This design comes from an exercise in tuning for small area, a short achievable clock period and few clock cycles per item on the open sky130 flow, not from production work.
Power and IR drop assume default switching activity.

==> module power_calc, before the edit <==
module power_calc (
    input  logic        clk,
    input  logic        rst,
    input  logic        in_valid,
    input  logic [19:0] in_data_1,
    input  logic [2:0]  in_data_2,
    output logic        busy,
    output logic        out_valid,
    output logic [59:0] out_data
);
    logic [19:0] b_r;        
    logic [9:0]  a_r;        
    logic [2:0]  j_r;        
    logic [2:0]  rem_r;      
    logic        act_r;      
    logic        first_r;    
    logic        small_r;    
    logic        kzero_r;    
    logic        gate_r;     
    logic        stall_r;    
    logic        bsmall_r;   
    logic [2:0]  nlast_r;    
    logic        busy_r;
    logic [9:0]  ls_r;       
    logic [9:0]  lc_r;       
    logic [19:0] cs_r;       
    logic [19:0] cc_r;       
    logic        co_r;       
    logic        cv_r;       
    logic [2:0]  cj_r;       
    logic [2:0]  cj1_r;      
    logic        clast_r;    
    logic        cfin_r;     
    logic        ckz_r;      
    logic [59:0] acc_r;      
    logic        ov_r;
    logic [29:0] ts, tc;     
    logic [10:0] lo;         
    logic [19:0] hi;         
    logic [9:0]  wlo;        
    logic [19:0] whi;
    logic        last;
    logic        run;
    logic        tcyc;       
    logic        fin;
    logic        take;
    logic [59:0] view;       
    logic [9:0]  a_nxt;      
    logic [9:0]  a_base;     
    logic        a_lo;       
    logic        a_hi;       
    power_calc_csa u_csa (
        .a  (a_r),
        .b  (b_r),
        .cs (gate_r ? cs_r : 20'd0),
        .cc (gate_r ? cc_r : 20'd0),
        .s  (ts),
        .c  (tc)
    );
    logic [29:0] sum;
    logic [30:0] sum_c;      
    power_calc_add #(.W(30)) u_add (
        .a  ({cs_r, ls_r}),
        .b  ({cc_r, lc_r}),
        .ci (co_r),
        .s  (sum),
        .c  (sum_c)
    );
    assign lo  = {sum_c[10], sum[9:0]};
    assign hi  = sum[29:10];
    assign wlo   = ckz_r ? 10'd0 : lo[9:0];
    assign whi   = ckz_r ? 20'd1 : hi;
    always_comb begin
        view = acc_r;
        if (cv_r) begin
            for (int i = 0; i < 6; i++) begin
                if (cj_r != 3'd0 && i == int'(cj_r) - 1) view[10*i +: 10] = wlo;
                if (clast_r && i == int'(cj_r))           view[10*i +: 10] = whi[9:0];
                if (clast_r && i == int'(cj_r) + 1)       view[10*i +: 10] = whi[19:10];
                if (clast_r && i > int'(cj_r) + 1)        view[10*i +: 10] = 10'd0;
            end
        end
    end
    assign last = (j_r == 3'd0) ? bsmall_r : (first_r | (j_r == nlast_r));
    assign tcyc = act_r & ~stall_r;
    assign run  = tcyc & ~small_r;
    assign fin  = tcyc & (small_r | (last & (rem_r == 3'd1)));
    assign take = in_valid & ~busy_r;
    always_comb begin
        if (first_r) begin
            a_nxt = b_r[19:10];
        end else begin
            case (j_r)
                3'd0:    a_nxt = acc_r[19:10];
                3'd1:    a_nxt = acc_r[29:20];
                3'd2:    a_nxt = acc_r[39:30];
                default: a_nxt = acc_r[49:40];
            endcase
        end
    end
    always_comb begin
        a_lo   = 1'b0;
        a_hi   = 1'b0;
        a_base = a_nxt;
        if (stall_r) begin
            a_lo = (cj_r == 3'd1);
            a_hi = (cj_r == 3'd0);
        end else if (last) begin
            a_base = acc_r[9:0];
            a_lo   = cv_r & (cj_r == 3'd1);
        end else begin
            a_lo   = cv_r & ~first_r & (j_r == 3'd0) & (cj_r == 3'd2);
        end
    end
    logic        act_nt, stall_nt, first_nt, last_nt, busy_nt, busy_new;
    logic [2:0]  j_nt, rem_nt, nlast_nt;
    assign act_nt   = act_r & ~fin;
    assign stall_nt = run & last & (rem_r != 3'd1) & (j_r[2:1] == 2'd0);
    assign j_nt     = run ? (last ? 3'd0 : j_r + 3'd1) : j_r;
    assign first_nt = first_r & ~(run & last);
    assign rem_nt   = (run & last) ? rem_r - 3'd1 : rem_r;
    logic        top;        
    assign top      = |hi[19:10];
    assign nlast_nt = (cv_r & clast_r) ? (top ? cj1_r : cj_r) : nlast_r;
    assign last_nt  = (j_nt == 3'd0) ? bsmall_r
                    : (first_nt | (~(cv_r & clast_r) & (j_nt == nlast_r)));
    assign busy_nt  = act_nt & (stall_nt | ~last_nt | (rem_nt != 3'd1));
    assign busy_new = ~((in_data_2 < 3'd2) | ((in_data_2 == 3'd2) & ~|in_data_1[19:10]));
    always_ff @(posedge clk) begin
        if (rst) begin
            act_r   <= 1'b0;
            stall_r <= 1'b0;
            busy_r  <= 1'b0;
            cv_r    <= 1'b0;
            co_r    <= 1'b0;
            ov_r    <= 1'b0;
        end else begin
            ov_r    <= cv_r & cfin_r;
            cv_r    <= tcyc;
            co_r    <= cv_r & ~clast_r & lo[10];
            stall_r <= stall_nt;
            act_r   <= take | act_nt;
            busy_r  <= take ? busy_new : busy_nt;
        end
    end
    always_ff @(posedge clk) begin
        if (cv_r) acc_r <= view;
        nlast_r <= nlast_nt;
        ls_r    <= ts[9:0];
        lc_r    <= tc[9:0];
        cs_r    <= ts[29:10];
        cc_r    <= tc[29:10];
        cj_r    <= small_r ? 3'd1 : j_r;
        cj1_r   <= small_r ? 3'd2 : j_r + 3'd1;
        clast_r <= small_r | last;
        cfin_r  <= small_r | (last & (rem_r == 3'd1));
        ckz_r   <= small_r & kzero_r;
        a_r     <= take ? ((in_data_2 < 3'd2) ? 10'd1 : in_data_1[9:0])
                        : (a_lo ? lo[9:0] : (a_hi ? hi[9:0] : a_base));
        j_r     <= j_nt;
        gate_r  <= (j_nt != 3'd0);
        first_r <= first_nt;
        rem_r   <= rem_nt;
        if (take) begin
            b_r      <= in_data_1;
            bsmall_r <= ~|in_data_1[19:10];
            j_r      <= 3'd0;
            gate_r   <= 1'b0;
            first_r  <= 1'b1;
            small_r  <= in_data_2 < 3'd2;
            kzero_r  <= in_data_2 == 3'd0;
            rem_r    <= (in_data_2 > 3'd5) ? 3'd4 : in_data_2 - 3'd1;
        end
    end
    assign busy      = busy_r;
    assign out_valid = ov_r;
    assign out_data  = acc_r;
endmodule
export LEC_CHECK = 0
export CAP_MARGIN = 20
export CORE_MARGIN = 2
export CORE_UTILIZATION = 40
export CTS_BUF_LIST = sky130_fd_sc_hd__clkbuf_8
export SLEW_MARGIN = 20
export SYNTH_HIERARCHICAL = 1
export SYNTH_MINIMUM_KEEP_SIZE = 0
create_clock -name core_clock -period 10.0 [get_ports {clk}]
standard.sh (not shown) runs the stock make flow with config.mk's settings and CLKGATE_MAP_FILE= SYNTH_SCRIPT=/design/flow/synth_recipe.tcl, a recipe that flattens the netlist after the stock synthesis.
==> flow/flow/run.sh <==
#!/bin/bash
set -euo pipefail
bash standard.sh SETUP_SLACK_MARGIN=6.5 "BUFFER_PORTS_ARGS=-buffer_cell sky130_fd_sc_hd__buf_2" finish > standard_flow.log 2>&1
Then changed:
--- a/flow/design.v
+++ b/flow/design.v
@@ -119,9 +119,13 @@
     assign j_nt     = run ? (last ? 3'd0 : j_r + 3'd1) : j_r;
     assign first_nt = first_r & ~(run & last);
     assign rem_nt   = (run & last) ? rem_r - 3'd1 : rem_r;
     logic        top;        
-    assign top      = |hi[19:10];
+    logic [9:0]  ta, tb, te;
+    assign ta  = cs_r[19:10];
+    assign tb  = cc_r[19:10];
+    assign te  = (ta ^ tb) ^ {ta[8:0] | tb[8:0], sum_c[20]};
+    assign top = |te;
     assign nlast_nt = (cv_r & clast_r) ? (top ? cj1_r : cj_r) : nlast_r;
     assign last_nt  = (j_nt == 3'd0) ? bsmall_r
                     : (first_nt | (~(cv_r & clast_r) & (j_nt == nlast_r)));
     assign busy_nt  = act_nt & (stall_nt | ~last_nt | (rem_nt != 3'd1));
Effect: The changed run ran to the end with no violations. Hold slack loses 18 ps. Cell area is about the same. Critical path depth falls by 4. Combinational power rises by 13%. Routed wire length falls by about 1.2%. Die area rises by about 1.1%. Fmax rises by about 3.4%. Synthesized area rises by about 1.1%. Non-clock buffer count falls by 9. Final cell count rises by about 2.3%. Core utilization falls by 0.30 points. Clock-buffer cell count does not change. Power rises by about 10%.
Function was not checked in any run of this note: the RTL went through the layout flow alone.

[static timing again, ports no longer ideal]
Ports are ideal in the flow. The routed layouts listed here were re-timed in OpenROAD. Step 1 sets driving cells, clkbuf_16 on the clock port and buf_2 on the other inputs (assumed; they add their load-dependent delay and slew). Step 2 adds t to the input delays and takes it off the output delays; t is the mean of the earliest and latest rising clock arrival at the registers after step 1. Input paths then give back, and output paths get back, about the clock's delay inside the block. Slacks: no drivers / after step 1 / after step 2; pairs: no drivers / after step 1.
run	t, ns	setup slack, ns	latest minus earliest clock arrival (ns)	worst register clock-pin slew, ns	cell pins on the clock port's net
the first run	0.532	6.434 / 6.434 / 6.168	0.018 / 0.019	0.11 / 0.11	1
the second run	0.531	6.552 / 6.552 / 6.274	0.026 / 0.026	0.12 / 0.12	1
After both steps every run listed still meets setup and hold. The setup slack of the second run, which loses most, moves by 0.000 ns with the drivers and by -0.278 ns with both steps.
